Context: an optimization exercise on an open-source flow, tuned for small area and a short achievable clock period. The choices shown serve that exercise and are no tape-out recipe. At most, simulation tests tie the RTL to the original design; equivalence was not proved. Function not checked in runs 1 to 4: the RTL went through the layout flow alone. Power figures rest on the tool's default switching activity, not on a simulated workload.

[flow/design.v]
`default_nettype none
package fpga_host_pkg;
  localparam int CSR_DATA_W = 32;
  localparam int CSR_ADDR_W = 4;
  localparam int NBF_ADDR_W   = 64;
  localparam int NBF_DATA_W   = 64;
  localparam int NBF_OPCODE_W = 8;
  localparam int NBF_FLITS    = 5;
  localparam logic [CSR_ADDR_W-1:0] CSR_NBF            = 4'h0;
  localparam logic [CSR_ADDR_W-1:0] CSR_HOST_TO_BP     = 4'h4;
  localparam logic [CSR_ADDR_W-1:0] CSR_BP_TO_HOST_CNT = 4'h8;
  localparam logic [CSR_ADDR_W-1:0] CSR_BP_TO_HOST     = 4'hC;
  localparam logic [NBF_OPCODE_W-1:0] OP_WRITE32 = 8'h02;
  localparam logic [NBF_OPCODE_W-1:0] OP_WRITE64 = 8'h03;
  localparam logic [NBF_OPCODE_W-1:0] OP_FENCE   = 8'hFE;
  localparam logic [NBF_OPCODE_W-1:0] OP_FINISH  = 8'hFF;
  localparam logic [1:0] SIZE_32 = 2'd2;
  localparam logic [1:0] SIZE_64 = 2'd3;
  typedef logic [CSR_DATA_W-1:0] word_t;
  typedef struct packed {
    logic [NBF_OPCODE_W-1:0] opcode;
    logic [NBF_ADDR_W-1:0]   addr;
    logic [NBF_DATA_W-1:0]   data;
  } nbf_pkt_t;
endpackage
`default_nettype wire
`timescale 1ns/1ps
`default_nettype none
import fpga_host_pkg::*;
module fpga_host #(
  parameter int MMIO_ELS       = 16,
  parameter int NBF_MAX_WRITES = 4
) (
  input  wire                                   clk,
  input  wire                                   reset,
  input  wire                                   psel_i,
  input  wire                                   penable_i,
  input  wire                                   pwrite_i,
  input  wire [fpga_host_pkg::CSR_ADDR_W-1:0]   paddr_i,
  input  wire fpga_host_pkg::word_t             pwdata_i,
  output fpga_host_pkg::word_t                  prdata_o,
  output logic                                  pready_o,
  output logic                                  pslverr_o,
  output logic                                  wr_valid_o,
  input  wire                                   wr_ready_i,
  output logic [fpga_host_pkg::NBF_ADDR_W-1:0]  wr_addr_o,
  output logic [fpga_host_pkg::NBF_DATA_W-1:0]  wr_data_o,
  output logic [1:0]                            wr_size_o,
  input  wire                                   wr_done_i,
  output logic                                  bp_in_valid_o,
  input  wire                                   bp_in_ready_i,
  output fpga_host_pkg::word_t                  bp_in_data_o,
  input  wire                                   bp_out_valid_i,
  output logic                                  bp_out_ready_o,
  input  wire fpga_host_pkg::word_t             bp_out_data_i
);
  localparam int PKT_W = 2 + 4 * CSR_DATA_W;
  logic setup, access;
  logic hit_nbf, hit_h2b, hit_cnt, hit_b2h;
  assign setup   = psel_i & ~penable_i;
  assign access  = psel_i &  penable_i;
  assign hit_nbf = (paddr_i == CSR_NBF);
  assign hit_h2b = (paddr_i == CSR_HOST_TO_BP);
  assign hit_cnt = (paddr_i == CSR_BP_TO_HOST_CNT);
  assign hit_b2h = (paddr_i == CSR_BP_TO_HOST);
  logic [4:0]      dsel_q;      
  logic            dfull_q;     
  logic [31:0]           dw_q [4];    
  logic [1:0]      dcls_q;
  logic            flit_fire;
  logic            pkt_fire;
  logic            dfull_n;
  logic            qfull_q;
  assign flit_fire = access & pwrite_i & hit_nbf & ~dfull_q;
  assign pkt_fire  = dfull_q & ~qfull_q;
  assign dfull_n   = ~reset & ((dfull_q & qfull_q) | (flit_fire & dsel_q[4]));
  always_ff @(posedge clk) begin
    if (reset) begin
      dsel_q  <= 5'b00001;
      dfull_q <= 1'b0;
    end else begin
      dfull_q <= dfull_n;
      if (flit_fire) dsel_q <= {dsel_q[3:0], dsel_q[4]};
    end
  end
  always_ff @(posedge clk) begin
    for (int k = 0; k < 4; k++) begin
      if (flit_fire && dsel_q[k]) dw_q[k] <= pwdata_i;
    end
    if (flit_fire && dsel_q[4]) begin
      dcls_q[1] <= (pwdata_i[7:0] == OP_WRITE32) | (pwdata_i[7:0] == OP_WRITE64);
      dcls_q[0] <= (pwdata_i[7:0] == OP_WRITE64) | (pwdata_i[7:0] == OP_FENCE);
    end
  end
  logic [PKT_W-1:0] qmem [16];
  logic [3:0]       qwr_q, qrd_q;
  logic [4:0]       qcnt_q;
  logic             qne_q;
  logic             q_pop;
  logic [PKT_W-1:0] qhead;
  always_ff @(posedge clk) begin
    for (int i = 0; i < 16; i++) begin
      if (pkt_fire && qwr_q == 4'(i)) qmem[i] <= {dcls_q, dw_q[3], dw_q[2], dw_q[1], dw_q[0]};
    end
  end
  always_comb begin
    qhead = '0;
    for (int i = 0; i < 16; i++) qhead = qhead | (qmem[i] & {PKT_W{qrd_q == 4'(i)}});
  end
  always_ff @(posedge clk) begin
    if (reset) begin
      qwr_q   <= '0;
      qrd_q   <= '0;
      qcnt_q  <= '0;
      qne_q   <= 1'b0;
      qfull_q <= 1'b0;
    end else begin
      if (pkt_fire) qwr_q <= qwr_q + 1'b1;
      if (q_pop)    qrd_q <= qrd_q + 1'b1;
      case ({pkt_fire, q_pop})
        2'b10: begin
          qcnt_q  <= qcnt_q + 1'b1;
          qne_q   <= 1'b1;
          qfull_q <= (qcnt_q == 5'd15);
        end
        2'b01: begin
          qcnt_q  <= qcnt_q - 1'b1;
          qne_q   <= (qcnt_q != 5'd1);
          qfull_q <= 1'b0;
        end
        default: ;
      endcase
    end
  end
  logic [2:0] cred_q;
  logic       w64_q;
  logic       launch, retire, can_issue, drained, load_wr;
  logic       h_wr, h_x;
  assign h_wr = qhead[PKT_W-1];
  assign h_x  = qhead[PKT_W-2];
  assign launch    = wr_valid_o & wr_ready_i;
  assign retire    = wr_done_i & (cred_q != 3'd0);
  assign can_issue = ~wr_valid_o & ~cred_q[2];
  assign drained   = ~wr_valid_o & (cred_q == 3'd0);
  assign load_wr   = qne_q & h_wr & can_issue;
  assign q_pop     = qne_q & (h_wr ? can_issue : (~h_x | drained));
  always_ff @(posedge clk) begin
    if (reset) begin
      wr_valid_o <= 1'b0;
    end else if (load_wr) begin
      wr_valid_o <= 1'b1;
    end else if (launch) begin
      wr_valid_o <= 1'b0;
    end
  end
  always_ff @(posedge clk) begin
    if (load_wr) begin
      wr_addr_o          <= qhead[4*CSR_DATA_W-1:2*CSR_DATA_W];
      wr_data_o[31:0]    <= qhead[CSR_DATA_W-1:0];
      wr_data_o[63:32]   <= h_x ? qhead[2*CSR_DATA_W-1:CSR_DATA_W] : qhead[CSR_DATA_W-1:0];
      w64_q              <= h_x;
    end
  end
  assign wr_size_o = {1'b1, w64_q};
  always_ff @(posedge clk) begin
    if (reset) begin
      cred_q <= '0;
    end else begin
      case ({launch, retire})
        2'b10:   cred_q <= cred_q + 1'b1;
        2'b01:   cred_q <= cred_q - 1'b1;
        default: ;
      endcase
    end
  end
  logic [31:0]      hmem [15];
  logic [3:0] hwr_q, hrd_q;
  logic [4:0] hcnt_q;
  logic       hfull_q;
  logic       hfull_n;
  logic       h_push, h_pop, h_one, h_from_in, h_from_ring, h_ring_push;
  logic [31:0]      hring_head;
  assign h_push      = access & pwrite_i & hit_h2b & ~hfull_q;
  assign h_pop       = bp_in_ready_i & bp_in_valid_o;
  assign h_one       = (hcnt_q == 5'd1);
  assign h_from_in   = h_push & (~bp_in_valid_o | (h_one & h_pop));
  assign h_from_ring = h_pop & ~h_one;
  assign h_ring_push = h_push & ~h_from_in;
  assign hfull_n     = ~reset & ((hfull_q & ~h_pop) | ((hcnt_q == 5'd15) & h_push & ~h_pop));
  always_comb begin
    hring_head = '0;
    for (int i = 0; i < 15; i++) hring_head = hring_head | (hmem[i] & {CSR_DATA_W{hrd_q == 4'(i)}});
  end
  always_ff @(posedge clk) begin
    for (int i = 0; i < 15; i++) begin
      if (h_ring_push && hwr_q == 4'(i)) hmem[i] <= pwdata_i;
    end
    if (h_from_in) begin
      bp_in_data_o <= pwdata_i;
    end else if (h_from_ring) begin
      bp_in_data_o <= hring_head;
    end
  end
  always_ff @(posedge clk) begin
    if (reset) begin
      hwr_q         <= '0;
      hrd_q         <= '0;
      hcnt_q        <= '0;
      bp_in_valid_o <= 1'b0;
      hfull_q       <= 1'b0;
    end else begin
      if (h_ring_push) hwr_q <= (hwr_q == 4'd14) ? 4'd0 : hwr_q + 1'b1;
      if (h_from_ring) hrd_q <= (hrd_q == 4'd14) ? 4'd0 : hrd_q + 1'b1;
      hfull_q <= hfull_n;
      case ({h_push, h_pop})
        2'b10: begin
          hcnt_q        <= hcnt_q + 1'b1;
          bp_in_valid_o <= 1'b1;
        end
        2'b01: begin
          hcnt_q        <= hcnt_q - 1'b1;
          bp_in_valid_o <= ~h_one;
        end
        default: ;
      endcase
    end
  end
  logic [31:0]      bmem [16];
  logic [3:0] bwr_q, brd_q;
  logic [4:0] bcnt_q;
  logic       bne_q;
  logic       b_push, b_pop;
  logic [31:0]      bhead;
  assign b_push = bp_out_valid_i & bp_out_ready_o;
  assign b_pop  = setup & ~pwrite_i & hit_b2h & bne_q;
  always_ff @(posedge clk) begin
    for (int i = 0; i < 16; i++) begin
      if (b_push && bwr_q == 4'(i)) bmem[i] <= bp_out_data_i;
    end
  end
  always_comb begin
    bhead = '0;
    for (int i = 0; i < 16; i++) bhead = bhead | (bmem[i] & {CSR_DATA_W{brd_q == 4'(i)}});
  end
  always_ff @(posedge clk) begin
    if (reset) begin
      bwr_q          <= '0;
      brd_q          <= '0;
      bcnt_q         <= '0;
      bne_q          <= 1'b0;
      bp_out_ready_o <= 1'b1;
    end else begin
      if (b_push) bwr_q <= bwr_q + 1'b1;
      if (b_pop)  brd_q <= brd_q + 1'b1;
      case ({b_push, b_pop})
        2'b10: begin
          bcnt_q         <= bcnt_q + 1'b1;
          bne_q          <= 1'b1;
          bp_out_ready_o <= (bcnt_q != 5'd15);
        end
        2'b01: begin
          bcnt_q         <= bcnt_q - 1'b1;
          bne_q          <= (bcnt_q != 5'd1);
          bp_out_ready_o <= 1'b1;
        end
        default: ;
      endcase
    end
  end
  always_ff @(posedge clk) begin
    pready_o  <= ~(pwrite_i & ((hit_nbf & dfull_n) | (hit_h2b & hfull_n)));
    pslverr_o <= ~(hit_nbf | hit_h2b | hit_cnt | hit_b2h) | (pwrite_i & (hit_cnt | hit_b2h));
    if (pwrite_i) begin
      prdata_o <= '0;
    end else if (hit_cnt) begin
      prdata_o <= CSR_DATA_W'(bcnt_q);
    end else if (hit_b2h && bne_q) begin
      prdata_o <= bhead;
    end else begin
      prdata_o <= '0;
    end
  end
endmodule
`default_nettype wire
[flow/run.sh]
#!/bin/bash
# synth_recipe.tcl (not shown) runs the flow's synth.tcl, then flattens the netlist and writes it again
# the make line also repeats each setting of config.mk as NAME=value (left out here)
make -C /OpenROAD-flow-scripts/flow DESIGN_CONFIG=/design/flow/config.mk WORK_HOME=/design/flow/orfs CLKGATE_MAP_FILE= SYNTH_SCRIPT=/design/flow/synth_recipe.tcl finish
[flow/config.mk]
export PLATFORM = sky130hd
export DESIGN_NAME = fpga_host
export DESIGN_NICKNAME = fpga_host
export VERILOG_FILES = /design/flow/design.v
export SDC_FILE = /design/flow/constraint.sdc
export NUM_CORES = 4
export LEC_CHECK = 0
export ABC_CLOCK_PERIOD_IN_PS = 2600
export CAP_MARGIN = 20
export CORE_MARGIN = 2
export CORE_UTILIZATION = 40
export SETUP_SLACK_MARGIN = 1.6
export SLEW_MARGIN = 20
[flow/constraint.sdc]
create_clock -name core_clock -period 4.2 [get_ports {clk}]
set_input_delay 0.8400 -clock core_clock [delete_from_list [all_inputs] [get_ports {clk}]]
set_output_delay 0.8400 -clock core_clock [all_outputs]
set_load 0.01 [all_outputs]
==> impl_metrics.json, run 1 <==
{
  "hold_path_class": "input pin to flip-flop",
  "report.final.slew_viol_count": 0,
  "required_ns": 4.99,
  "power.total_mw": 72.5,
  "grt_pass1_wl_um": 576000,
  "multi_input_area_mm2": 0.0234,
  "tightest_slew_ns": 1.12,
  "power_leakage_nw": 48.8,
  "grtUsageTotal": 0.258,
  "grt_start_max_net_pins": 86,
  "relSlewSlack": 0.248,
  "cts.sinks": 3452,
  "synth_warnings": 5,
  "final-seq-area_mm2": 0.103,
  "dieArea_mm2": 0.319,
  "finalSetupTns_ns": 0,
  "die_width_um": 565,
  "final_cell_mix": "edfxtp_1, a22oi_1, clkbuf_16, buf_4, nand2_1",
  "crit_path_end_kind": "flip-flop",
  "highest_layer": "met5",
  "syn_to_final_growth_pct": 22.5,
  "grt_antenna_before_repair": 41,
  "synth-seq-area-share": 0.817,
  "instances_no_fill": 12185,
  "finalClockSkew_ns": 0.120,
  "nets": 7842,
  "final.min_clock_period_ns": 3.18,
  "clkPwrFrac": 0.422,
  "wl_met2_um": 197000,
  "ioPinCount": 276,
  "irDropWorstVdd_mv": 0.359,
  "clk_latency_ns": 0.97,
  "wirelength_um": 430000,
  "drt-vias-per-instance": 6.30,
  "hold_viol_final": 0,
  "htree_levels": 5,
  "intPower_mw": 56.5,
  "die_y_um": 565,
  "synth.distinct_cells": 87,
  "rows": 205,
  "route.vias.total": 76764,
  "cp.arrival_ns": 3.98,
  "clock_tree.root_cell": "clkbuf_16",
  "tritoncts": "built",
  "setup_viol": 0,
  "mostFrequentLayoutCell": "edfxtp_1",
  "comb_power_share": 0.057,
  "antenna_left": 0,
  "seq_power_share": 0.521,
  "path_max_fanout": 6,
  "rsz0062_at_grt": "true",
  "synthCells": 6822,
  "syn-num-nets": 6933,
  "drive_gt1_frac": 0.215,
  "place_inst": 11181,
  "clk_pin_slew_ns": 0.06,
  "async_reset_ff_frac": 0,
  "grt_pass1_vias": 72084,
  "route.detailed.drc": 0,
  "drt-initial-drc-count": 12927,
  "wl_met3_um": 58400,
  "p_sw_mw": 15.9,
  "startpoint_type": "flip-flop",
  "met1Wirelength_um": 158000,
  "sw_frac_of_total": 0.220,
  "gp_congestion": 0.832,
  "portBuffers": 274,
  "cts_inserted_buffers": 354,
  "crit_type": "flip-flop to flip-flop",
  "grt_overflow": 0,
  "initial_core_util": 0.403,
  "fmax_mhz": 314,
  "dp_hpwl_um": 225000,
  "status": "timing/DRC/antenna clean",
  "drt_first_pass_iters": 7,
  "synth.avg_cell_area_um2": 18.4,
  "fill_cells": 25257,
  "timing.final.crit_share": 0.758,
  "core_mm2": 0.312,
  "syn_area_mm2": 0.126,
  "clockBufferDepth": 4,
  "ys_seq_elements": 3452,
  "synth_edf_count": 3363,
  "ys.flop_type": "edfxtp_1",
  "powerDensity_mw_per_mm2": 470,
  "drv_cap": 0,
  "wire_per_inst_um": 35.3
}
## power by group through the flow
stage / combinational [mW] / clock, mW / sequential [mW]
floorplan: 1.28 / 0 / 38.5
global placement: 2.86 / 0 / 38.5
detailed placement: 2.89 / 0 / 38.5
CTS: 3.61 / 30.8 / 37.7
global route: 4.19 / 32.1 / 37.7
finish: 4.11 / 30.6 / 37.7
## path summary, 6_finish.rpt
kind,start,end,slack (ns),cells after the start
worst min register to register,dsel_q[0],dsel_q[0],0.46,2
worst min-delay path,paddr_i[0],pslverr_o,0.27,2
worst max-delay path,qrd_q[1],qcnt_q[2],1.02,14
worst max register to register,qrd_q[1],qcnt_q[2],1.02,14
## area by class of cell
type / instances / area share
Clock buffer: 447 / 0.0605
Antenna cell: 27 / 0.000438
Tap cell: 4140 / 0.0336
Sequential cell: 3452 / 0.667
Inverter: 39 / 0.00114
Multi-Input combinational cell: 2906 / 0.152
Clock inverter: 196 / 0.0120
Timing Repair Buffer: 978 / 0.0735
## stage by stage
stage	setup WS, ns	hold WS, ns	utilization	instance area [µm²]
finish	1.02	0.270	0.493	154000
detailed placement	0.423	0.447	0.437	137000
floorplan	-0.228	0.429	-	126000
global placement	0.438	0.440	0.437	137000
global route	0.961	0.254	0.493	154000
CTS	1.21	0.416	0.485	151000
## flip-flops by register name, summed over array words and instances, names as in the netlist, 3 cells and up
name,count
hcnt_q,5
bcnt_q,5
prdata_o,32
qmem,2080
qcnt_q,5
hwr_q,4
bwr_q,4
qrd_q,4
bmem,512
wr_data_o,64
dsel_q,5
wr_addr_o,64
hmem,480
cred_q,3
hrd_q,4
qwr_q,4
brd_q,4
bp_in_data_o,32
dw_q,128
## cells by family after synthesis
group           Yosys count  share of synthesized area
flops                  3452                      0.817
compound gates         1761                      0.109
simple gates            860                     0.0326
buf+inv                 469                     0.0169
mux                     226                     0.0199
fa+ha+maj                34                    0.00344
xor+xnor                 19                    0.00132
other cells               1                  0.0000298
## layer usage
metal | vias up | GRT usage
li1 | 30337 | -
met1 | 39696 | 0.352
met2 | 5858 | 0.401
met3 | 859 | 0.0653
met4 | 14 | 0.0915
met5 | - | 0
## repair_timing
item | CTS | global route
gates resized for setup | 671 | 292
hold buffers | 0 | 0
gates cloned | 30 | 21
buffers inserted | 189 | 94
pin swaps | 133 | 216
setup endpoints to repair | 1052 | 761
## cells in the mapped netlist (all sizes together) (35+ instances only)
| library cell | instances | area share |
|---|---|---|
| mux2i | 144 | 0.011 |
| inv | 39 | 0.0012 |
| and2 | 35 | 0.0018 |
| nand3 | 76 | 0.0030 |
| a31oi | 43 | 0.0023 |
| dfxtp | 89 | 0.014 |
| a222oi | 193 | 0.015 |
| a221oi | 236 | 0.017 |
| nor2 | 247 | 0.0075 |
| edfxtp | 3363 | 0.80 |
| a21oi | 163 | 0.0065 |
| buf | 244 | 0.010 |
| mux2 | 71 | 0.0064 |
| o21ai | 160 | 0.0064 |
| nand4 | 72 | 0.0036 |
| clkbuf | 186 | 0.0056 |
| a22o | 208 | 0.014 |
| nand2 | 265 | 0.0079 |
| a22oi | 519 | 0.031 |
## worst max-delay path, stage by stage (launching register included)
cell	delay [ns]
dfxtp_4	0.40
inv_6	0.05
ha_4	0.19
a222oi_1	0.49
a311oi_2	0.21
a2111oi_4	0.33
buf_6	0.18
nor2_4	0.06
a31oi_4	0.18
inv_2	0.07
buf_4	0.14
ha_4	0.21
buf_4	0.15
or3_1	0.30
a21oi_1	0.12
==> run 2, diff against run 1 <==
--- a/flow/design.v
+++ b/flow/design.v
@@ -100,2 +100,5 @@
   logic [PKT_W-1:0] qhead;
+  logic [3:0]       qrd1_q;     
+  logic [1:0]       hcls_q;     
+  logic [1:0]       ncls;       
   always_ff @(posedge clk) begin
@@ -109,2 +112,13 @@
   end
+  always_comb begin
+    ncls = '0;
+    for (int i = 0; i < 16; i++) ncls = ncls | (qmem[i][PKT_W-1:PKT_W-2] & {2{qrd1_q == 4'(i)}});
+  end
+  always_ff @(posedge clk) begin
+    if (q_pop) begin
+      hcls_q <= (qcnt_q != 5'd1) ? ncls : dcls_q;
+    end else if (!qne_q) begin
+      hcls_q <= dcls_q;
+    end
+  end
   always_ff @(posedge clk) begin
@@ -113,2 +127,3 @@
       qrd_q   <= '0;
+      qrd1_q  <= 4'd1;
       qcnt_q  <= '0;
@@ -118,3 +133,6 @@
       if (pkt_fire) qwr_q <= qwr_q + 1'b1;
-      if (q_pop)    qrd_q <= qrd_q + 1'b1;
+      if (q_pop) begin
+        qrd_q  <= qrd1_q;
+        qrd1_q <= qrd1_q + 1'b1;
+      end
       case ({pkt_fire, q_pop})
@@ -138,4 +156,4 @@
   logic       h_wr, h_x;
-  assign h_wr = qhead[PKT_W-1];
-  assign h_x  = qhead[PKT_W-2];
+  assign h_wr = hcls_q[1];
+  assign h_x  = hcls_q[0];
   assign launch    = wr_valid_o & wr_ready_i;
--- a/flow/config.mk
+++ b/flow/config.mk
@@ -7,3 +7,3 @@
 export LEC_CHECK = 0
-export ABC_CLOCK_PERIOD_IN_PS = 2600
+export ABC_CLOCK_PERIOD_IN_PS = 2300
 export CAP_MARGIN = 20
@@ -11,3 +11,3 @@
 export CORE_UTILIZATION = 40
-export SETUP_SLACK_MARGIN = 1.6
+export SETUP_SLACK_MARGIN = 1.9
 export SLEW_MARGIN = 20
==> run 2 against run 1 <==
Compared with the run above: non-clock buffer count is 592 higher; routed wire length is 18% higher; sequential power hardly changed; flip-flop and latch count is 6 higher; first-iteration DRC count is 27% higher; clock skew is 0.0049 ns higher; critical path depth is 2 lower; cell count is 8.5% higher; combinational power is 35% lower; highest routed layer unchanged.
==> impl_metrics.json, run 2 <==
{
  "status": "timing/DRC/antenna clean",
  "syn_area_mm2": 0.129,
  "irDropWorstVdd_mv": 0.347,
  "synth_edf_count": 3365,
  "synth.avg_cell_area_um2": 18.0,
  "worst_path_largest_cell_delay_ns": 0.43,
  "core_mm2": 0.321,
  "path_delay_family": "buffers and inverters",
  "synthTopCellsByCount": "edfxtp_1, a22oi_1, nand2_1",
  "die_width_um": 571,
  "ys_seq_elements": 3458,
  "pre_cts_ws_ns": 0.156,
  "final_cell_mix": "edfxtp_1, buf_4, a22oi_1",
  "nets": 8723,
  "clk_pin_slew_ns": 0.06,
  "grt_start_max_net_pins": 81,
  "drive_gt1_frac": 0.312,
  "drt-vias-per-instance": 6.50,
  "sw_frac_of_total": 0.214,
  "dp_hpwl_um": 262000,
  "drt-initial-drc-count": 16407,
  "cts.sinks": 3458,
  "final-seq-area_mm2": 0.103,
  "final.min_clock_period_ns": 2.73,
  "powerDensity_mw_per_mm2": 428,
  "comb_power_share": 0.038,
  "relSlewSlack": 0.201,
  "grtUsageTotal": 0.297,
  "synthCells": 7153,
  "synth_top_family_by_area": "compound AO/OA/AOI/OAI gates",
  "crit_type": "flip-flop to flip-flop",
  "place_inst": 11689,
  "cts_inserted_buffers": 357,
  "finalSetupTns_ns": 0,
  "synth.most_common_cell": "edfxtp_1",
  "report.final.slew_viol_count": 0,
  "timing.final.crit_share": 0.651,
  "ioPinCount": 276,
  "portBuffers": 274,
  "hold_path_class": "input pin to flip-flop",
  "grt_pass1_wl_um": 668000,
  "rows": 208,
  "clkPwrFrac": 0.434,
  "ys.flop_type": "edfxtp_1",
  "synth-seq-area-share": 0.799,
  "clock_tree.root_cell": "clkbuf_16",
  "crit_path_end_kind": "flip-flop",
  "die_y_um": 571,
  "path_max_fanout": 8,
  "required_ns": 4.73,
  "r2r_start": "qrd_q[1]",
  "seq_power_share": 0.529,
  "top_regs": "qmem x2080, bmem x512, hmem x480",
  "holdWs_ns": 0.302,
  "hold_viol_final": 0,
  "htree_levels": 5,
  "multi_input_area_mm2": 0.0274,
  "initial_core_util": 0.402,
  "wirelength_um": 507000,
  "syn_to_final_growth_pct": 29.1,
  "worstHoldStart": "paddr_i[3]",
  "grt_antenna_before_repair": 43,
  "grt_pass1_vias": 79634,
  "tritoncts": "built",
  "p_sw_mw": 15.3,
  "antenna_left": 0,
  "clockBufferDepth": 4,
  "cp.arrival_ns": 3.27,
  "netlist.area_leader.share": 0.785,
  "finalClockSkew_ns": 0.125,
  "synth-xor-area-share": 0.00150,
  "tightest_slew_ns": 1.20,
  "fmax_mhz": 366,
  "largest_reg_flops": 2080,
  "synthAdderAreaFrac": 0.00326,
  "place_area_mm2": 0.140,
  "synth_mux_area_frac": 0.0323,
  "cp_slowest_cell": "dfxtp_4",
  "grt_overflow": 0,
  "clk_latency_ns": 0.99,
  "power_leakage_nw": 54.1,
  "fill_cells": 25048,
  "fin_area_mm2": 0.166,
  "startpoint": "qrd_q[1]",
  "async_reset_ff_frac": 0,
  "synth_warnings": 5,
  "syn-num-nets": 7263,
  "gp_congestion": 0.863,
  "setup_slack_ns": 1.47,
  "mostFrequentLayoutCell": "edfxtp_1",
  "cpMostUsedCell": "buf_12",
  "wire_per_inst_um": 38.4,
  "rsz0062_at_grt": "true",
  "yosys.area_share.simple": 0.0347,
  "drt_first_pass_iters": 10,
  "dieArea_mm2": 0.327,
  "synth.distinct_cells": 93,
  "route.detailed.drc": 0,
  "synth_compound_area_frac": 0.111,
  "setup_viol": 0,
  "intPower_mw": 55.9,
  "startpoint_type": "flip-flop",
  "instances_no_fill": 13216,
  "synth.area.top_cells": "edfxtp_1, a22oi_1, mux2i_1",
  "route.vias.total": 85968,
  "synth_top_cell_by_area": "edfxtp_1",
  "cp.buffers_inverters": 7,
  "drv_cap": 0,
  "path_cells": "buf_12 > buf_12 > buf_16 > and4b_4 > buf_12 > buf_12 > buf_12 > buf_16 > a22oi_2 > nand2_1 > a21oi_1 > o211ai_1",
  "largest_register": "qmem"
}
==> run 2: cell count changes after synthesis, moves of 21 or more <==
cell and delta:
a22oi_1 -21, clkbuf_1 +40, a32oi_1 +35, nor3_1 +22, o22ai_1 +85, mux2i_1 +75
mux2_2 +65, a222oi_1 -82, a221oi_1 -35, o221ai_1 +22, nand4_1 -54
==> run 2: worst paths after layout <==
kind                            cells after the start            end  slack [ns]
worst max-delay path                               12  wr_addr_o[50]        1.47
worst min-delay path                                3      pslverr_o        0.30
worst max register to register                     12  wr_addr_o[50]        1.47
worst min register to register                      2  wr_addr_o[53]        0.47
==> run 2: power by group through the flow <==
stage / clock network, mW / registers [mW] / logic (mW)
final: 30.9 / 37.6 / 2.68
after global routing: 32.3 / 37.6 / 2.69
after CTS: 30.9 / 37.6 / 2.44
after detailed placement: 0 / 38.4 / 1.90
after global placement: 0 / 38.4 / 1.87
after floorplan: 0 / 38.4 / 0.776
==> run 2: routing by layer <==
| layer | GRT usage | up-vias | share of wire |
|---|---|---|---|
| li1 | - | 32731 | - |
| met4 | 0.165 | 32 | 0.069 |
| met5 | 0 | - | 0.0011 |
| met2 | 0.437 | 8050 | 0.43 |
| met1 | 0.384 | 43457 | 0.34 |
| met3 | 0.104 | 1698 | 0.16 |
==> run 2: worst min-delay path: cells and delay by family <==
family	cells	cell delay, ns
buffers and inverters	1	0.25
and+or+nand+nor	2	0.13
==> run 2: cells by family (layout without fill, tap and decap cells) <==
logic type | count (synthesis) | in the layout
fa+ha+maj | 33 | 33
mux | 373 | 373
buf+inv | 516 | 2241
compound gates | 1860 | 1861
simple gates | 890 | 894
other cells | 1 | 29
xor+xnor | 22 | 22
flops | 3458 | 3458
==> run 2: what timing repair did <==
item / 4_1_cts / 5_1_grt
cloned: 85 / 22
resized for setup: 1844 / 327
buffers inserted: 596 / 166
pin swaps: 304 / 232
setup endpoints to repair: 2532 / 1720
hold buffers: 0 / 0
==> run 2: layout make-up <==
class | count | share of cell area
Antenna cell | 28 | 0.000421
Clock buffer | 446 | 0.0569
Clock inverter | 183 | 0.0103
Inverter | 42 | 0.00116
Multi-Input combinational cell | 3184 | 0.164
Sequential cell | 3458 | 0.619
Tap cell | 4305 | 0.0324
Timing Repair Buffer | 1570 | 0.115
==> run 2: through the flow <==
stage | power (mW) | utilization
2_1_floorplan | 39.1 | -
3_3_place_gp | 40.3 | 0.437
3_5_place_dp | 40.3 | 0.437
5_1_grt | 72.6 | 0.519
6_report | 71.2 | 0.519
4_1_cts | 70.9 | 0.508
==> run 3, diff against run 2 <==
--- a/flow/design.v
+++ b/flow/design.v
@@ -87,5 +87,5 @@
     for (int k = 0; k < 4; k++) begin
-      if (flit_fire && dsel_q[k]) dw_q[k] <= pwdata_i;
+      if (!dfull_q && dsel_q[k]) dw_q[k] <= pwdata_i;
     end
-    if (flit_fire && dsel_q[4]) begin
+    if (!dfull_q && dsel_q[4]) begin
       dcls_q[1] <= (pwdata_i[7:0] == OP_WRITE32) | (pwdata_i[7:0] == OP_WRITE64);
@@ -95,3 +95,4 @@
   logic [PKT_W-1:0] qmem [16];
-  logic [3:0]       qwr_q, qrd_q;
+  logic [3:0]       qwr_q;
+  logic [15:0]      qwe_q;      
   logic [4:0]       qcnt_q;
@@ -100,3 +101,3 @@
   logic [PKT_W-1:0] qhead;
-  logic [3:0]       qrd1_q;     
+  logic [15:0]      qrd_oh_q;   
   logic [1:0]       hcls_q;     
@@ -105,3 +106,3 @@
     for (int i = 0; i < 16; i++) begin
-      if (pkt_fire && qwr_q == 4'(i)) qmem[i] <= {dcls_q, dw_q[3], dw_q[2], dw_q[1], dw_q[0]};
+      if (qwe_q[i]) qmem[i] <= {dcls_q, dw_q[3], dw_q[2], dw_q[1], dw_q[0]};
     end
@@ -110,3 +111,3 @@
     qhead = '0;
-    for (int i = 0; i < 16; i++) qhead = qhead | (qmem[i] & {PKT_W{qrd_q == 4'(i)}});
+    for (int i = 0; i < 16; i++) qhead = qhead | (qmem[i] & {PKT_W{qrd_oh_q[i]}});
   end
@@ -114,3 +115,3 @@
     ncls = '0;
-    for (int i = 0; i < 16; i++) ncls = ncls | (qmem[i][PKT_W-1:PKT_W-2] & {2{qrd1_q == 4'(i)}});
+    for (int i = 0; i < 16; i++) ncls = ncls | (qmem[i][PKT_W-1:PKT_W-2] & {2{qrd_oh_q[(i+15)%16]}});
   end
@@ -126,4 +127,4 @@
       qwr_q   <= '0;
-      qrd_q   <= '0;
-      qrd1_q  <= 4'd1;
+      qwe_q   <= 16'd1;
+      qrd_oh_q <= 16'd1;
       qcnt_q  <= '0;
@@ -133,6 +134,7 @@
       if (pkt_fire) qwr_q <= qwr_q + 1'b1;
-      if (q_pop) begin
-        qrd_q  <= qrd1_q;
-        qrd1_q <= qrd1_q + 1'b1;
+      for (int i = 0; i < 16; i++) begin
+        qwe_q[i] <= ((pkt_fire ? qwr_q + 1'b1 : qwr_q) == 4'(i)) &
+                    ~(pkt_fire & ~q_pop & (qcnt_q == 5'd15)) & ~(qfull_q & ~q_pop);
       end
+      if (q_pop) qrd_oh_q <= {qrd_oh_q[14:0], qrd_oh_q[15]};
       case ({pkt_fire, q_pop})
@@ -174,3 +176,3 @@
   always_ff @(posedge clk) begin
-    if (load_wr) begin
+    if (!wr_valid_o) begin
       wr_addr_o          <= qhead[4*CSR_DATA_W-1:2*CSR_DATA_W];
@@ -194,3 +196,5 @@
   logic [31:0]      hmem [15];
-  logic [3:0] hwr_q, hrd_q;
+  logic [3:0] hwr_q;
+  logic [14:0] hwe_q;      
+  logic [14:0] hrd_oh_q;   
   logic [4:0] hcnt_q;
@@ -198,2 +202,3 @@
   logic       hfull_n;
+  logic       h_one_q;     
   logic       h_push, h_pop, h_one, h_from_in, h_from_ring, h_ring_push;
@@ -202,3 +207,3 @@
   assign h_pop       = bp_in_ready_i & bp_in_valid_o;
-  assign h_one       = (hcnt_q == 5'd1);
+  assign h_one       = h_one_q;
   assign h_from_in   = h_push & (~bp_in_valid_o | (h_one & h_pop));
@@ -209,3 +214,3 @@
     hring_head = '0;
-    for (int i = 0; i < 15; i++) hring_head = hring_head | (hmem[i] & {CSR_DATA_W{hrd_q == 4'(i)}});
+    for (int i = 0; i < 15; i++) hring_head = hring_head | (hmem[i] & {CSR_DATA_W{hrd_oh_q[i]}});
   end
@@ -213,8 +218,6 @@
     for (int i = 0; i < 15; i++) begin
-      if (h_ring_push && hwr_q == 4'(i)) hmem[i] <= pwdata_i;
+      if (hwe_q[i]) hmem[i] <= pwdata_i;
     end
-    if (h_from_in) begin
-      bp_in_data_o <= pwdata_i;
-    end else if (h_from_ring) begin
-      bp_in_data_o <= hring_head;
+    if (h_from_in || h_from_ring) begin
+      bp_in_data_o <= (!bp_in_valid_o || h_one_q) ? pwdata_i : hring_head;
     end
@@ -224,4 +227,6 @@
       hwr_q         <= '0;
-      hrd_q         <= '0;
+      hwe_q         <= 15'd1;
+      hrd_oh_q      <= 15'd1;
       hcnt_q        <= '0;
+      h_one_q       <= 1'b0;
       bp_in_valid_o <= 1'b0;
@@ -230,3 +235,6 @@
       if (h_ring_push) hwr_q <= (hwr_q == 4'd14) ? 4'd0 : hwr_q + 1'b1;
-      if (h_from_ring) hrd_q <= (hrd_q == 4'd14) ? 4'd0 : hrd_q + 1'b1;
+      for (int i = 0; i < 15; i++) begin
+        hwe_q[i] <= ((h_ring_push ? ((hwr_q == 4'd14) ? 4'd0 : hwr_q + 1'b1) : hwr_q) == 4'(i)) & ~hfull_n;
+      end
+      if (h_from_ring) hrd_oh_q <= {hrd_oh_q[13:0], hrd_oh_q[14]};
       hfull_q <= hfull_n;
@@ -235,2 +243,3 @@
           hcnt_q        <= hcnt_q + 1'b1;
+          h_one_q       <= ~bp_in_valid_o;
           bp_in_valid_o <= 1'b1;
@@ -239,2 +248,3 @@
           hcnt_q        <= hcnt_q - 1'b1;
+          h_one_q       <= (hcnt_q == 5'd2);
           bp_in_valid_o <= ~h_one;
@@ -246,3 +256,5 @@
   logic [31:0]      bmem [16];
-  logic [3:0] bwr_q, brd_q;
+  logic [3:0] bwr_q;
+  logic [15:0] bwe_q;      
+  logic [15:0] brd_oh_q;   
   logic [4:0] bcnt_q;
@@ -255,3 +267,3 @@
     for (int i = 0; i < 16; i++) begin
-      if (b_push && bwr_q == 4'(i)) bmem[i] <= bp_out_data_i;
+      if (bwe_q[i]) bmem[i] <= bp_out_data_i;
     end
@@ -260,3 +272,3 @@
     bhead = '0;
-    for (int i = 0; i < 16; i++) bhead = bhead | (bmem[i] & {CSR_DATA_W{brd_q == 4'(i)}});
+    for (int i = 0; i < 16; i++) bhead = bhead | (bmem[i] & {CSR_DATA_W{brd_oh_q[i]}});
   end
@@ -265,3 +277,4 @@
       bwr_q          <= '0;
-      brd_q          <= '0;
+      bwe_q          <= 16'd1;
+      brd_oh_q       <= 16'd1;
       bcnt_q         <= '0;
@@ -271,3 +284,7 @@
       if (b_push) bwr_q <= bwr_q + 1'b1;
-      if (b_pop)  brd_q <= brd_q + 1'b1;
+      for (int i = 0; i < 16; i++) begin
+        bwe_q[i] <= ((b_push ? bwr_q + 1'b1 : bwr_q) == 4'(i)) &
+                    ~(b_push & ~b_pop & (bcnt_q == 5'd15)) & ~(~bp_out_ready_o & ~b_pop);
+      end
+      if (b_pop)  brd_oh_q <= {brd_oh_q[14:0], brd_oh_q[15]};
       case ({b_push, b_pop})
==> flow/flow/run.sh (new file) <==
#!/bin/bash
# Standard layout, with the resizer free to pick any cell size (not only same-footprint ones).
set -euo pipefail
bash standard.sh MATCH_CELL_FOOTPRINT=0 finish > standard_flow.log 2>&1
==> flow/standard.sh (new file) <==
#!/bin/bash
# synth_recipe.tcl (not shown) runs the flow's synth.tcl, then flattens the netlist and writes it again
# the make line also repeats each setting of config.mk as NAME=value (left out here)
make -C /OpenROAD-flow-scripts/flow DESIGN_CONFIG=/design/flow/config.mk WORK_HOME=/design/flow/orfs CLKGATE_MAP_FILE= SYNTH_SCRIPT=/design/flow/synth_recipe.tcl "${@:-finish}"
--- a/flow/config.mk
+++ b/flow/config.mk
@@ -10,4 +10,6 @@
 export CORE_MARGIN = 2
-export CORE_UTILIZATION = 40
-export SETUP_SLACK_MARGIN = 1.9
+export CORE_UTILIZATION = 55
+export CTS_CLUSTER_DIAMETER = 80
+export CTS_CLUSTER_SIZE = 24
+export SETUP_SLACK_MARGIN = 1.8
 export SLEW_MARGIN = 20
removed: flow/run.sh
==> run 3 against run 2 <==
Compared with the run above: still clean on timing, DRC and antenna; via count down 21%; clock power is about 40% lower; global-route usage grew 1.4 points; sequential share of layout area increased by 14 points; utilization grew 9.2 points.
==> impl_metrics.json, run 3 <==
{
  "die_width_um": 479,
  "finalClockSkew_ns": 0.0284,
  "netlist.area_leader.share": 0.813,
  "syn_area_mm2": 0.124,
  "gp_congestion": 0.764,
  "clk_latency_ns": 0.87,
  "powerDensity_mw_per_mm2": 463,
  "timing.final.crit_share": 0.615,
  "cts_hold_buf": 0,
  "wire_per_inst_um": 37.4,
  "worst_path_largest_cell_delay_ns": 0.53,
  "portBuffers": 274,
  "multi_input_area_mm2": 0.0183,
  "finalSetupTns_ns": 0,
  "grt_pass1_vias": 65419,
  "synth.avg_cell_area_um2": 19.6,
  "crit_path_end_kind": "flip-flop",
  "place_inst": 9425,
  "whs_path_depth": 2,
  "drt-initial-drc-count": 9128,
  "hold_path_class": "input pin to flip-flop",
  "cts.sinks": 3537,
  "status": "timing/DRC/antenna clean",
  "relSlewSlack": 0.201,
  "async_reset_ff_frac": 0,
  "antenna_left": 0,
  "route.detailed.drc": 0,
  "cp_slowest_cell": "or4b_4",
  "largest_register": "qmem",
  "synth.most_common_cell": "edfxtp_1",
  "clk_pin_slew_ns": 0.09,
  "rsz0062_at_grt": "true",
  "fin_area_mm2": 0.137,
  "core_mm2": 0.225,
  "dp_hpwl_um": 182000,
  "hold_viol_final": 0,
  "final-seq-area_mm2": 0.105,
  "worstRegToRegCells": 5,
  "power.total_mw": 63.6,
  "synth_top_cell_by_area": "edfxtp_1",
  "power_leakage_nw": 43.6,
  "cpMostUsedCell": "ha_4",
  "drt-vias-per-instance": 6.97,
  "clock_tree.root_cell": "clkbuf_16",
  "irDropWorstVdd_mv": 0.469,
  "ys.flop_type": "edfxtp_1",
  "synth_warnings": 5,
  "dieArea_mm2": 0.230,
  "top_regs": "qmem x2080, bmem x512, hmem x480",
  "initial_core_util": 0.553,
  "drive_gt1_frac": 0.0932,
  "drt_first_pass_iters": 6,
  "rows": 174,
  "final.min_clock_period_ns": 2.58,
  "rr_endpoint": "wr_addr_o[61]",
  "nets": 6719,
  "cp.arrival_ns": 3.33,
  "startpoint_type": "input pin",
  "required_ns": 4.95,
  "place_area_mm2": 0.132,
  "ys_seq_elements": 3537,
  "synthTopCellsByCount": "edfxtp_1, a221oi_1, a22o_1",
  "synth.distinct_cells": 63,
  "tritoncts": "built",
  "largest_reg_flops": 2080,
  "fmax_mhz": 387,
  "instances_no_fill": 9716,
  "grt_pass1_wl_um": 503000,
  "path_max_fanout": 4,
  "syn_to_final_growth_pct": 10.4,
  "grt_antenna_before_repair": 28,
  "worstHoldStart": "pwrite_i",
  "die_y_um": 479,
  "synth_edf_count": 3365,
  "grt_overflow": 0,
  "synth.area.top_cells": "edfxtp_1, a221oi_1, a22o_1",
  "reg2reg_slack_ns": 1.81,
  "ioPinCount": 276,
  "grtUsageTotal": 0.311,
  "wirelength_um": 364000,
  "synthCells": 6345,
  "min_to": "pready_o",
  "tightest_slew_ns": 1.19,
  "htree_levels": 4,
  "grt_start_max_net_pins": 96,
  "r2r_start": "qrd_oh_q[15]",
  "final_cell_mix": "edfxtp_1, a221oi_1, a22o_1",
  "mostFrequentLayoutCell": "edfxtp_1",
  "synth-seq-area-share": 0.841,
  "cts_inserted_buffers": 168,
  "clockBufferDepth": 3,
  "path_cells": "dlymetal6s2s_1 > or4b_4 > or3_4 > ha_4 > ha_4 > nor2b_2 > o21ai_2 > a21oi_1 > or3b_4 > mux2_2",
  "setup_viol": 0,
  "drv_cap": 0,
  "report.final.slew_viol_count": 0,
  "crit_type": "input pin to flip-flop",
  "route.vias.total": 67727,
  "final_core_util": 0.611,
  "syn-num-nets": 6443,
  "fill_cells": 16026
}
## run 3: changes by cell type after synthesis, sizes merged, moves of 114 or more
cell / delta
nand4: +114
a22oi: -193
mux2: -132
nand2: -196
mux2i: -180
a22o: +394
a221oi: +412
o21ai: -135
buf: -172
## run 3: kinds of logic after synthesis
group | share of synthesized area
DFF | 0.841
AOI/OAI and AO/OA | 0.116
and+or+nand+nor | 0.0229
buffers and inverters | 0.0134
muxes | 0.00323
adders and majority gates | 0.00224
xor gates and xnor gates | 0.00113
other | 0.0000302
## run 3: worst max-delay path by stage
stage	from	to	cells after the start
6_report	paddr_i[1]	hcnt_q[4]	10
3_5_place_dp	paddr_i[2]	hcnt_q[4]	10
4_1_cts	pwrite_i	hcnt_q[4]	10
2_1_floorplan	wr_valid_o	qcnt_q[3]	10
5_1_grt	paddr_i[1]	hcnt_q[4]	10
3_3_place_gp	paddr_i[1]	hcnt_q[4]	10
## run 3: report_power, final
part           total [mW]  switching [mW]  internal, mW  leakage (nW)
sequential           40.1           0.830          39.3          32.2
combinational        5.03            3.02          2.01          9.04
clock                18.4            10.5          7.90          2.36
## run 3: final cells by class
class                      count  area share
multi-input combinational   2369       0.133
tap                         2992      0.0273
timing repair buffer         521      0.0402
clock inverter                22     0.00187
antenna                       27    0.000492
inverter                      24    0.000702
clock buffer                 224      0.0335
sequential                  3537       0.763
## run 3: timing repair
action                     in CTS  in global routing
pin swaps                       5                  5
gates resized for setup       289                 23
setup endpoints to repair     264                 56
buffers inserted               12                  6
## run 3: critical path: cells and delay by family
family                     cells  cell delay (ns)
and+or+nand+nor                4             1.43
AOI/OAI and AO/OA              2             0.24
buffers and inverters          1             0.13
muxes                          1             0.27
adders and majority gates      2             0.41
## run 3: through the flow
stage               setup slack (ns)  hold slack, ns
floorplan                      0.422           0.450
global placement              0.0643           0.459
detailed placement            0.0665           0.468
CTS                             1.53           0.251
global route                    1.58           0.246
finish                          1.62           0.258
## run 3: routing by layer
metal  routed length (µm)  vias up  track usage
met1               143000    36196        0.443
met3                33300      478       0.0466
li1                     -    27327            -
met5                  136        -            0
met2               177000     3706        0.511
met4                10200       20       0.0792
==> run 4, diff against run 3 <==
==> flow/run.sh (new file) <==
#!/bin/bash
# synth_recipe.tcl (not shown) runs the flow's synth.tcl, then flattens the netlist and writes it again
# the make line also repeats each setting of config.mk as NAME=value (left out here)
make -C /OpenROAD-flow-scripts/flow DESIGN_CONFIG=/design/flow/config.mk WORK_HOME=/design/flow/orfs CLKGATE_MAP_FILE= SYNTH_SCRIPT=/design/flow/synth_recipe.tcl finish
removed: flow/flow/run.sh
removed: flow/standard.sh
==> run 4 against run 3 <==
Compared with the run above: clock power shrank 2%; power shrank 0.78%; largest power group unchanged; sequential share of layout area grew 0.31 points; cell area shrank 0.39%; cell count is essentially flat; highest routed layer unchanged; fmax is essentially flat; non-clock buffer count grew 13; still clean on timing, DRC and antenna; first-iteration DRC count grew 5.2%; critical endpoint unchanged; flip-flop and latch count is the same; largest cell class unchanged; register-to-register slack lost 0.06 ns; utilization shrank 0.24 points.
==> impl_metrics.json, run 4 <==
{
  "path_cells": "buf_6 > or4b_4 > or3_4 > ha_4 > ha_4 > nor2b_4 > o21ai_4 > nand3_1 > or3b_4 > mux2_4",
  "irDropWorstVdd_mv": 0.362,
  "multi_input_area_mm2": 0.0183,
  "use_met2": 0.502,
  "synthCells": 6345,
  "gr-usage-met1": 0.445,
  "holdWs_ns": 0.239,
  "cts.sinks": 3537,
  "cp_slowest_cell": "or4b_4",
  "syn-num-nets": 6443,
  "finalSetupTns_ns": 0,
  "powerDensity_mw_per_mm2": 462,
  "synth_top_cell_by_area": "edfxtp_1",
  "fmax_mhz": 387,
  "cpMostUsedCell": "ha_4",
  "use_met3": 0.0444,
  "clk_pin_slew_ns": 0.09,
  "core_mm2": 0.225,
  "largest_register": "qmem",
  "cts_hold_buf": 0,
  "crit_path_end_kind": "flip-flop",
  "drive_gt1_frac": 0.0996,
  "final_cell_mix": "edfxtp_1, a221oi_1, a22o_1",
  "synth.area.top_cells": "edfxtp_1, a221oi_1, a22o_1",
  "mostFrequentLayoutCell": "edfxtp_1",
  "hold_path_class": "input pin to flip-flop",
  "synth.most_common_cell": "edfxtp_1",
  "worst_path_largest_cell_delay_ns": 0.53,
  "cp.arrival_ns": 3.34,
  "cts_inserted_buffers": 167,
  "drt-vias-per-instance": 6.96,
  "place_inst": 9431,
  "drt_first_pass_iters": 5,
  "grt_pass1_wl_um": 498000,
  "syn_area_mm2": 0.124,
  "wire_per_inst_um": 37.0,
  "route.vias.total": 67601,
  "antenna_left": 0,
  "rsz0062_at_grt": "true",
  "synthTopCellsByCount": "edfxtp_1, a221oi_1, a22o_1",
  "synth-seq-area-share": 0.841,
  "dp_hpwl_um": 177000,
  "htree_levels": 4,
  "synth.avg_cell_area_um2": 19.6,
  "tritoncts": "built",
  "power_leakage_nw": 42.2,
  "syn_to_final_growth_pct": 10.0,
  "portBuffers": 274,
  "synth_edf_count": 3365,
  "largest_reg_flops": 2080,
  "die_width_um": 479,
  "route.detailed.drc": 0,
  "path_max_fanout": 4,
  "async_reset_ff_frac": 0,
  "grtUsageTotal": 0.308,
  "report.final.slew_viol_count": 0,
  "initial_core_util": 0.553,
  "status": "timing/DRC/antenna clean",
  "ys_seq_elements": 3537,
  "synth_warnings": 5,
  "clk_latency_ns": 0.87,
  "startpoint_type": "input pin",
  "clock_tree.root_cell": "clkbuf_16",
  "synth.distinct_cells": 63,
  "gp_congestion": 0.769,
  "nets": 6731,
  "busiest_layer": "met2",
  "die_y_um": 479,
  "instances_no_fill": 9710,
  "drt-initial-drc-count": 9601,
  "drv_cap": 0,
  "setup_viol": 0,
  "ioPinCount": 276,
  "relSlewSlack": 0.223,
  "ys.flop_type": "edfxtp_1",
  "clockBufferDepth": 3,
  "grt_antenna_before_repair": 26,
  "required_ns": 4.95,
  "grt_overflow": 0,
  "finalClockSkew_ns": 0.0362,
  "timing.final.crit_share": 0.615,
  "final.min_clock_period_ns": 2.58,
  "top_regs": "qmem x2080, bmem x512, hmem x480",
  "final-seq-area_mm2": 0.105,
  "grt_pass1_vias": 65163,
  "fill_cells": 16176,
  "grt_start_max_net_pins": 75,
  "wirelength_um": 359000,
  "netlist.area_leader.share": 0.813,
  "hold_viol_final": 0,
  "rows": 174,
  "tightest_slew_ns": 1.17,
  "dieArea_mm2": 0.230,
  "crit_type": "input pin to flip-flop"
}
[run 4: cell types whose count changed in the layout (fill, tap and decap cells not counted), sizes merged, moves of 4 or more]
| cell | delta |
|---|---|
| dlymetal6s2s | -142 |
| clkdlybuf4s15 | +96 |
| buf | +71 |
| clkbuf | -45 |
| dlygate4sd2 | +35 |
| diode | -9 |
| inv | -7 |
| clkdlybuf4s50 | -4 |
[run 4: worst max-delay path, delay by kind of cell]
family | cells | cell delay [ns]
AO/OA/AOI/OAI | 1 | 0.07
AND/OR/NAND/NOR | 5 | 1.56
adder cells (fa/ha/maj) | 2 | 0.47
multiplexers | 1 | 0.30
buffers and inverters | 1 | 0.09
[run 4: path summary, 6_finish.rpt]
path | startpoint | endpoint | slack [ns] | cells past startpoint
worst max-delay path | paddr_i[1] | hcnt_q[4] | 1.62 | 10
worst min register to register | bwe_q[2] | bmem[2][4] | 0.48 | 0
worst min-delay path | paddr_i[3] | pslverr_o | 0.24 | 3
worst max register to register | qrd_oh_q[6] | wr_data_o[49] | 1.75 | 4
[run 4: layer usage]
layer | wire length [µm] | vias up
met2 | 173000 | 3761
met5 | 90 | -
met4 | 8750 | 14
met1 | 142000 | 36060
met3 | 34800 | 451
li1 | - | 27315
[run 4: stage by stage]
stage	utilization	power (mW)	area, µm²	worst slack (ns)
global placement	0.586	46.1	132000	0.0618
floorplan	-	42.8	124000	0.377
CTS	0.608	63.3	137000	1.57
detailed placement	0.586	46.1	132000	0.108
finish	0.608	63.1	137000	1.62
global route	0.608	64.8	137000	1.59
[run 4: final cells by class]
cell class | count | share of cell area
Sequential cell | 3537 | 0.766
Multi-Input combinational cell | 2369 | 0.134
Timing Repair Buffer | 534 | 0.0379
Clock buffer | 222 | 0.0332
Tap cell | 2992 | 0.0274
Clock inverter | 14 | 0.000741
Inverter | 24 | 0.000705
Antenna cell | 18 | 0.000329
[run 4: kinds of logic (layout without fill, tap and decap cells)]
logic type | after synthesis | in the layout | share of synthesized area
compound gates | 1745 | 1745 | 0.116
xor+xnor | 16 | 16 | 0.00113
fa+ha+maj | 21 | 21 | 0.00224
buf+inv | 439 | 794 | 0.0134
flops | 3537 | 3537 | 0.841
mux | 40 | 40 | 0.00323
other cells | 1 | 19 | 0.0000302
simple gates | 546 | 546 | 0.0229
[run 4: power by group]
group          internal, mW  switching (mW)
Clock                  7.62            10.4
Combinational          1.95            3.15
Sequential             39.3           0.671
[run 4: timing repair]
item                       CTS  global route
buffers inserted            21             4
resized for setup          540            41
setup endpoints to repair  297            83
pin swaps                    6            10
==> run 5, diff against run 4 <==
--- a/flow/design.v
+++ b/flow/design.v
@@ -57,2 +57,8 @@
   localparam int PKT_W = 2 + 4 * CSR_DATA_W;
+  function automatic logic [4:0] inc5(input logic [4:0] c);
+    inc5 = c ^ {&c[3:0], &c[2:0], &c[1:0], c[0], 1'b1};
+  endfunction
+  function automatic logic [4:0] dec5(input logic [4:0] c);
+    dec5 = c ^ {~|c[3:0], ~|c[2:0], ~|c[1:0], ~c[0], 1'b1};
+  endfunction
   logic setup, access;
@@ -135,3 +141,3 @@
       for (int i = 0; i < 16; i++) begin
-        qwe_q[i] <= ((pkt_fire ? qwr_q + 1'b1 : qwr_q) == 4'(i)) &
+        qwe_q[i] <= (pkt_fire ? (qwr_q == 4'((i + 15) % 16)) : (qwr_q == 4'(i))) &
                     ~(pkt_fire & ~q_pop & (qcnt_q == 5'd15)) & ~(qfull_q & ~q_pop);
@@ -141,3 +147,3 @@
         2'b10: begin
-          qcnt_q  <= qcnt_q + 1'b1;
+          qcnt_q  <= inc5(qcnt_q);
           qne_q   <= 1'b1;
@@ -146,3 +152,3 @@
         2'b01: begin
-          qcnt_q  <= qcnt_q - 1'b1;
+          qcnt_q  <= dec5(qcnt_q);
           qne_q   <= (qcnt_q != 5'd1);
@@ -236,3 +242,3 @@
       for (int i = 0; i < 15; i++) begin
-        hwe_q[i] <= ((h_ring_push ? ((hwr_q == 4'd14) ? 4'd0 : hwr_q + 1'b1) : hwr_q) == 4'(i)) & ~hfull_n;
+        hwe_q[i] <= (h_ring_push ? (hwr_q == 4'((i + 14) % 15)) : (hwr_q == 4'(i))) & ~hfull_n;
       end
@@ -242,3 +248,3 @@
         2'b10: begin
-          hcnt_q        <= hcnt_q + 1'b1;
+          hcnt_q        <= inc5(hcnt_q);
           h_one_q       <= ~bp_in_valid_o;
@@ -247,3 +253,3 @@
         2'b01: begin
-          hcnt_q        <= hcnt_q - 1'b1;
+          hcnt_q        <= dec5(hcnt_q);
           h_one_q       <= (hcnt_q == 5'd2);
@@ -285,3 +291,3 @@
       for (int i = 0; i < 16; i++) begin
-        bwe_q[i] <= ((b_push ? bwr_q + 1'b1 : bwr_q) == 4'(i)) &
+        bwe_q[i] <= (b_push ? (bwr_q == 4'((i + 15) % 16)) : (bwr_q == 4'(i))) &
                     ~(b_push & ~b_pop & (bcnt_q == 5'd15)) & ~(~bp_out_ready_o & ~b_pop);
@@ -291,3 +297,3 @@
         2'b10: begin
-          bcnt_q         <= bcnt_q + 1'b1;
+          bcnt_q         <= inc5(bcnt_q);
           bne_q          <= 1'b1;
@@ -296,3 +302,3 @@
         2'b01: begin
-          bcnt_q         <= bcnt_q - 1'b1;
+          bcnt_q         <= dec5(bcnt_q);
           bne_q          <= (bcnt_q != 5'd1);
==> run 5 against run 4 <==
Compared with the run above: worst hold slack improved by 0.013 ns; power increased by 1.6%; via count increased by 0.42%; flip-flop and latch count unchanged; utilization about the same; register-to-register slack improved by 0.06 ns; setup slack improved by 0.090 ns; first-iteration DRC count increased by 0.84%.
==> impl_metrics.json, run 5 <==
{
  "status": "timing/DRC/antenna clean",
  "wire_per_inst_um": 38.0,
  "antenna_left": 0,
  "report.final.slew_viol_count": 0,
  "clk_latency_ns": 0.85,
  "cp_slowest_cell": "edfxtp_1",
  "drt-initial-drc-count": 9682,
  "async_reset_ff_frac": 0,
  "grt_antenna_before_repair": 32,
  "synth_edf_count": 3365,
  "finalSetupTns_ns": 0,
  "clock_tree.root_cell": "clkbuf_16",
  "syn_area_mm2": 0.124,
  "path_delay_family": "flip-flops",
  "hold_path_class": "input pin to flip-flop",
  "die_y_um": 480,
  "top_regs": "qmem x2080, bmem x512, hmem x480",
  "setup_viol": 0,
  "largest_reg_flops": 2080,
  "core_mm2": 0.225,
  "final_core_util": 0.608,
  "portBuffers": 274,
  "cts.sinks": 3537,
  "startpoint_type": "flip-flop",
  "instances_no_fill": 9632,
  "power_leakage_nw": 42.3,
  "drive_gt1_frac": 0.108,
  "grtUsageTotal": 0.313,
  "synth_warnings": 5,
  "hold_viol_final": 0,
  "grt_pass1_vias": 65424,
  "synth-seq-area-share": 0.840,
  "final_cell_mix": "edfxtp_1, a22o_1, a221oi_1",
  "synth_mux_area_frac": 0.00646,
  "clockBufferDepth": 3,
  "path_max_fanout": 1,
  "synth_compound_area_frac": 0.114,
  "yosys.area_share.simple": 0.0232,
  "synth.avg_cell_area_um2": 19.8,
  "drt_first_pass_iters": 5,
  "required_ns": 3.36,
  "irDropWorstVdd_mv": 0.478,
  "synth.area.top_cells": "edfxtp_1, a22o_1, a221oi_1",
  "cp.buffers_inverters": 1,
  "wirelength_um": 366000,
  "synth.distinct_cells": 59,
  "rows": 174,
  "rsz0062_at_grt": "true",
  "place_inst": 9350,
  "path_cells": "clkbuf_2",
  "die_width_um": 480,
  "worst_path_largest_cell_delay_ns": 0.59,
  "highest_layer": "met5",
  "grt_overflow": 0,
  "finalClockSkew_ns": 0.0345,
  "nets": 6650,
  "clk_pin_slew_ns": 0.09,
  "crit_path_end_kind": "output port",
  "dieArea_mm2": 0.230,
  "netlist.area_leader.share": 0.812,
  "gp_congestion": 0.763,
  "synthTopCellsByCount": "edfxtp_1, a22o_1, a221oi_1",
  "largest_register": "qmem",
  "htree_levels": 4,
  "ioPinCount": 276,
  "ys_seq_elements": 3537,
  "wl_met3_um": 36200,
  "timing.final.crit_share": 0.594,
  "route.detailed.drc": 0,
  "synth_top_cell_by_area": "edfxtp_1",
  "pre_cts_ws_ns": 0.598,
  "drv_cap": 0,
  "synth_top_family_by_area": "compound AO/OA/AOI/OAI gates",
  "met1Wirelength_um": 145000,
  "tightest_slew_ns": 1.18,
  "syn-num-nets": 6379,
  "syn_to_final_growth_pct": 9.99,
  "ys.flop_type": "edfxtp_1",
  "synthAdderAreaFrac": 0.00157,
  "cts_inserted_buffers": 168,
  "tritoncts": "built",
  "mostFrequentLayoutCell": "edfxtp_1",
  "wl_met2_um": 175000,
  "synth.most_common_cell": "edfxtp_1",
  "synth-xor-area-share": 0.00148,
  "initial_core_util": 0.553,
  "crit_type": "flip-flop to output port",
  "grt_pass1_wl_um": 506000,
  "final.min_clock_period_ns": 2.49,
  "fmax_mhz": 401,
  "relSlewSlack": 0.211,
  "grt_start_max_net_pins": 97,
  "drt-vias-per-instance": 7.05,
  "route.vias.total": 67883,
  "dp_hpwl_um": 180000,
  "synthCells": 6287,
  "powerDensity_mw_per_mm2": 468,
  "setup_slack_ns": 1.71,
  "cp.arrival_ns": 1.65
}
[run 5: metal layers]
layer,global-route usage,vias to the layer above
met5,0,-
met4,0.0748,22
li1,-,27171
met2,0.506,3890
met3,0.0459,483
met1,0.455,36317
[run 5: final timing paths]
path	start	to	slack, ns	depth (start not counted)
worst max-delay path	wr_data_o[62]	wr_data_o[62]	1.71	1
worst min-delay path	paddr_i[1]	pslverr_o	0.25	2
worst max register to register	qrd_oh_q[8]	wr_data_o[34]	1.81	4
worst min register to register	dsel_q[4]	dsel_q[4]	0.49	2
[run 5: layout make-up]
cell class	count	area, µm²
Clock buffer	218	4540
Sequential cell	3537	105000
Multi-Input combinational cell	2309	18500
Antenna cell	15	37.5
Timing Repair Buffer	520	5030
Clock inverter	19	218
Fill cell	16026	88100
Tap cell	2992	3740
Inverter	22	92.6
[run 5: kinds of logic after synthesis]
family	Yosys count
simple gates	516
compound gates	1680
buf+inv	441
mux	76
xor+xnor	21
fa+ha+maj	15
flops	3537
other cells	1
[run 5: report_power, final]
group          total, mW  leakage, nW  switching [mW]  internal, mW
logic               5.66         7.76            3.32          2.34
registers           40.1         32.3           0.836          39.3
clock network       18.3         2.31            10.6          7.74
[run 5: per-stage QoR]
stage	hold WS [ns]	power [mW]	cell area (µm²)
finish	0.252	64.1	137000
global route	0.258	65.7	137000
CTS	0.355	64.1	137000
detailed placement	0.468	46.6	132000
global placement	0.465	46.6	132000
floorplan	0.444	43.2	125000
[run 5: what timing repair did]
| action | 4_1_cts | 5_1_grt |
|---|---|---|
| setup buffers | 17 | 10 |
| hold buffers | 0 | 0 |
| pin swaps | 3 | 9 |
| endpoints found under the setup margin | 286 | 73 |
| endpoints found under the hold margin | 0 | 0 |
| resized for setup | 545 | 36 |
| gates cloned | 2 | 1 |

==> port drivers added, routing unchanged <==
The flow's constraints put no driver on any port. The routed layouts listed below were extracted and timed again, unchanged, in two steps. Step 1, drivers: a clkbuf_16 drives clk and a buf_2 each remaining input, both assumed. Step 2 also shifts input and output timing later by t, the mid clock arrival at the registers, as if the neighbouring blocks saw the same clock. a / b / c = no drivers / after step 1 / after step 2; a / b = the first two.
run	t, ns	slack for setup (ns)	worst setup path after step 2	worst slew at a driven data input, ns
run 1	1.008	1.017 / 1.017 / 0.728	input to register	0.14
run 2	1.026	1.466 / 1.434 / 0.634	input to register	0.18
run 3	0.952	1.616 / 1.622 / 0.742	input to register	0.13
run 4	0.943	1.617 / 1.628 / 0.734	input to register	0.13
run 5	0.934	1.707 / 1.615 / 1.050	input to register	0.14
After both steps every run listed still meets setup and hold. The setup slack of run 4, which loses most, moves by +0.011 ns with the drivers and by -0.883 ns with both steps.
